Background: an optimization exercise with open tools, aiming at small area. Do not read the settings as production practice. The RTL was checked by simulation tests, not by an equivalence proof against the original design. Power is estimated from default activity; no workload was simulated.

Setup of job 101:
==> flow/design.v <==
module dist_feed #(
    parameter int DW     = 64,
    parameter int QDEPTH = 4
) (
    input  logic          clk,
    input  logic          rst,
    input  logic          sv_wr_en,
    input  logic [2:0]    sv_wr_idx,
    input  logic [DW-1:0] sv_wr_data,
    input  logic          sv_commit,
    input  logic          q_valid,
    input  logic [DW-1:0] q_data,
    output logic          q_ready,
    output logic [DW-1:0] query,
    output logic [DW-1:0] search_0,
    output logic [DW-1:0] search_1,
    output logic [DW-1:0] search_2,
    output logic [DW-1:0] search_3,
    output logic [DW-1:0] search_4,
    output logic [DW-1:0] search_5,
    output logic [DW-1:0] search_6,
    output logic [DW-1:0] search_7,
    output logic          in_valid,
    output logic          commit_err,
    output logic [15:0]   q_count
);
    logic [DW-1:0] shadow   [8];
    logic [DW-1:0] active   [8];
    logic [DW-1:0] fifo_mem [4];
    logic [7:0]    mask, wr_sel, mask_wr;
    logic [1:0]    rd_ptr, last_ptr;
    logic [3:0]    wr_oh, wr_oh_n, fifo_ld, fifo_hold;
    logic [2:0]    fifo_count;
    logic          running, pending, pending_n, commit_ok, push, pop;
    always_comb begin
        wr_sel    = sv_wr_en ? (8'h01 << sv_wr_idx) : 8'h00;
        mask_wr   = mask | wr_sel;
        commit_ok = sv_commit && (mask_wr == 8'hFF);
        q_ready   = !fifo_count[2];
        push      = q_valid && q_ready;
        pop       = running && (fifo_count != 3'd0);
    end
    always_ff @(posedge clk or negedge rst) begin
        if (!rst) begin
            running    <= 1'b0;
            mask       <= 8'h00;
            commit_err <= 1'b0;
        end else begin
            if (commit_ok) begin
                running <= 1'b1;
                mask    <= 8'h00;
            end else begin
                mask <= mask_wr;
                if (sv_commit) commit_err <= 1'b1;
            end
        end
    end
    always_ff @(posedge clk) begin
        pending   <= commit_ok;
        pending_n <= !commit_ok;
    end
    always_ff @(posedge clk) begin
        for (int k = 0; k < 8; k++) begin
            if (wr_sel[k]) shadow[k] <= sv_wr_data;
            active[k] <= ({DW{pending}} & shadow[k]) | ({DW{pending_n}} & active[k]);
        end
    end
    always_comb begin
        fifo_ld   = {4{push}} & wr_oh;
        fifo_hold = {4{!push}} | wr_oh_n;
    end
    always_ff @(posedge clk) begin
        for (int i = 0; i < 4; i++)
            fifo_mem[i] <= ({DW{fifo_ld[i]}} & q_data) | ({DW{fifo_hold[i]}} & fifo_mem[i]);
    end
    always_ff @(posedge clk or negedge rst) begin
        if (!rst) begin
            wr_oh      <= 4'b0001;
            wr_oh_n    <= 4'b1110;
            rd_ptr     <= '0;
            fifo_count <= '0;
            in_valid   <= 1'b0;
        end else begin
            in_valid <= pop;
            if (push) begin
                wr_oh   <= {wr_oh[2:0], wr_oh[3]};
                wr_oh_n <= {wr_oh_n[2:0], wr_oh_n[3]};
            end
            if (pop)  rd_ptr <= rd_ptr + 1'b1;
            case ({push, pop})
                2'b10:   fifo_count <= fifo_count + 1'b1;
                2'b01:   fifo_count <= fifo_count - 1'b1;
                default: fifo_count <= fifo_count;
            endcase
        end
    end
    logic [3:0] last_sel;
    assign last_ptr = rd_ptr - 1'b1;
    assign last_sel = 4'b0001 << last_ptr;
    always_comb begin
        query = '0;
        for (int i = 0; i < 4; i++)
            query |= {DW{last_sel[i]}} & fifo_mem[i];
    end
    assign search_0 = active[0];
    assign search_1 = active[1];
    assign search_2 = active[2];
    assign search_3 = active[3];
    assign search_4 = active[4];
    assign search_5 = active[5];
    assign search_6 = active[6];
    assign search_7 = active[7];
    logic [15:0] cnt;
    always_ff @(posedge clk or negedge rst) begin
        if (!rst)                             cnt <= 16'h0000;
        else if (in_valid && cnt != 16'hFFFF) cnt <= cnt + 16'h0001;
    end
    assign q_count = cnt;
endmodule
Settings: LEC_CHECK=0, CAP_MARGIN=0, CORE_MARGIN=2, CORE_UTILIZATION=60, SLEW_MARGIN=0; clock period 5.0 ns.
standard.sh (not shown) runs the stock make flow with config.mk's settings and CLKGATE_MAP_FILE= SYNTH_SCRIPT=/design/flow/synth_recipe.tcl, a recipe that flattens the netlist after the stock synthesis.
==> flow/flow/run.sh <==
#!/bin/bash
# Layout flow: the standard ORFS flow (standard.sh, standard synthesis unchanged) with
#  - port buffers made of buf_1 instead of the default clkdlybuf4s50_1,
#  - clock tree of clkbuf_8 leaves, 18 sinks per cluster, without dummy loads.
# Each port still gets its own buffer; clock period and constraints are the standard flow's.
set -euo pipefail
export BUFFER_PORTS_ARGS="-buffer_cell sky130_fd_sc_hd__buf_1"
export CTS_ARGS="-sink_clustering_enable -repair_clock_nets -dont_use_dummy_load -buf_list {sky130_fd_sc_hd__clkbuf_8} -sink_clustering_size 18 -sink_clustering_max_diameter 60"
bash standard.sh > standard.log 2>&1
Looking at the reports, job 101 completed the entire flow and the layout it produced met the timing, DRC and antenna checks.
Changes in job 102 relative to job 101:
Settings: SLEW_MARGIN changed from 0 to 20; CAP_MARGIN changed from 0 to 20.
## What came out
Time the final worst path needs with I/O delays and setup delta for job 102 relative to job 101: 0.013 ns higher. The met2 wirelength from detailed routing was comparable across job 102 and job 101. Job 102 -> job 101: detailed-route wire length per cell flat.
The following lists how job 103 was set up differently from job 102:
Settings: CAP_MARGIN changed from 20 to 0; CORE_UTILIZATION changed from 60 to 70; PLACE_DENSITY newly set to 0.8; SLEW_MARGIN changed from 20 to 0.
Notes after the runs:
Job 103 ran to completion and came out clean on the timing, DRC and antenna checks. Taking job 102 as the reference, in job 103 wire length on met1 shows a reduction of 7.9%, final critical path time including I/O delays and setup down 0.035 ns. There was hardly any difference in total internal power between job 103 and job 102. Sort job 102 and job 103 by worst setup slack after layout asc -> top: job 102. Of job 102 and job 103, job 103 shows the higher part of the total power dissipated in sequential elements, with job 102 below it. Compared with job 102, power in the clock group in job 103 decreased slightly.

-- what the ideal ports hide --
The results above use ideal ports. As a check the final layouts listed here were re-extracted and re-timed, cells and wires unchanged.
Step 1 sets driving cells, clkbuf_16 on the clock port and buf_2 on the other inputs (assumed; they add their load-dependent delay and slew).
Step 2 also shifts input and output timing later by t, the mid clock arrival at the registers, as if the neighbouring blocks saw the same clock.
a / b / c = no drivers / after step 1 / after step 2; a / b = the first two.
| run | t, ns | slack for setup (ns) | worst setup path at the end | slew at the worst register clock pin (ns) |
|---|---|---|---|---|
| job 101 | 0.760 | 1.025 / 0.966 / 1.726 | register to output | 0.11 / 0.11 |
| job 102 | 0.762 | 1.012 / 0.953 / 1.715 | register to output | 0.11 / 0.11 |
| job 103 | 0.744 | 1.047 / 0.983 / 1.510 | input to register | 0.11 / 0.11 |
After both steps every run listed still meets setup and hold.
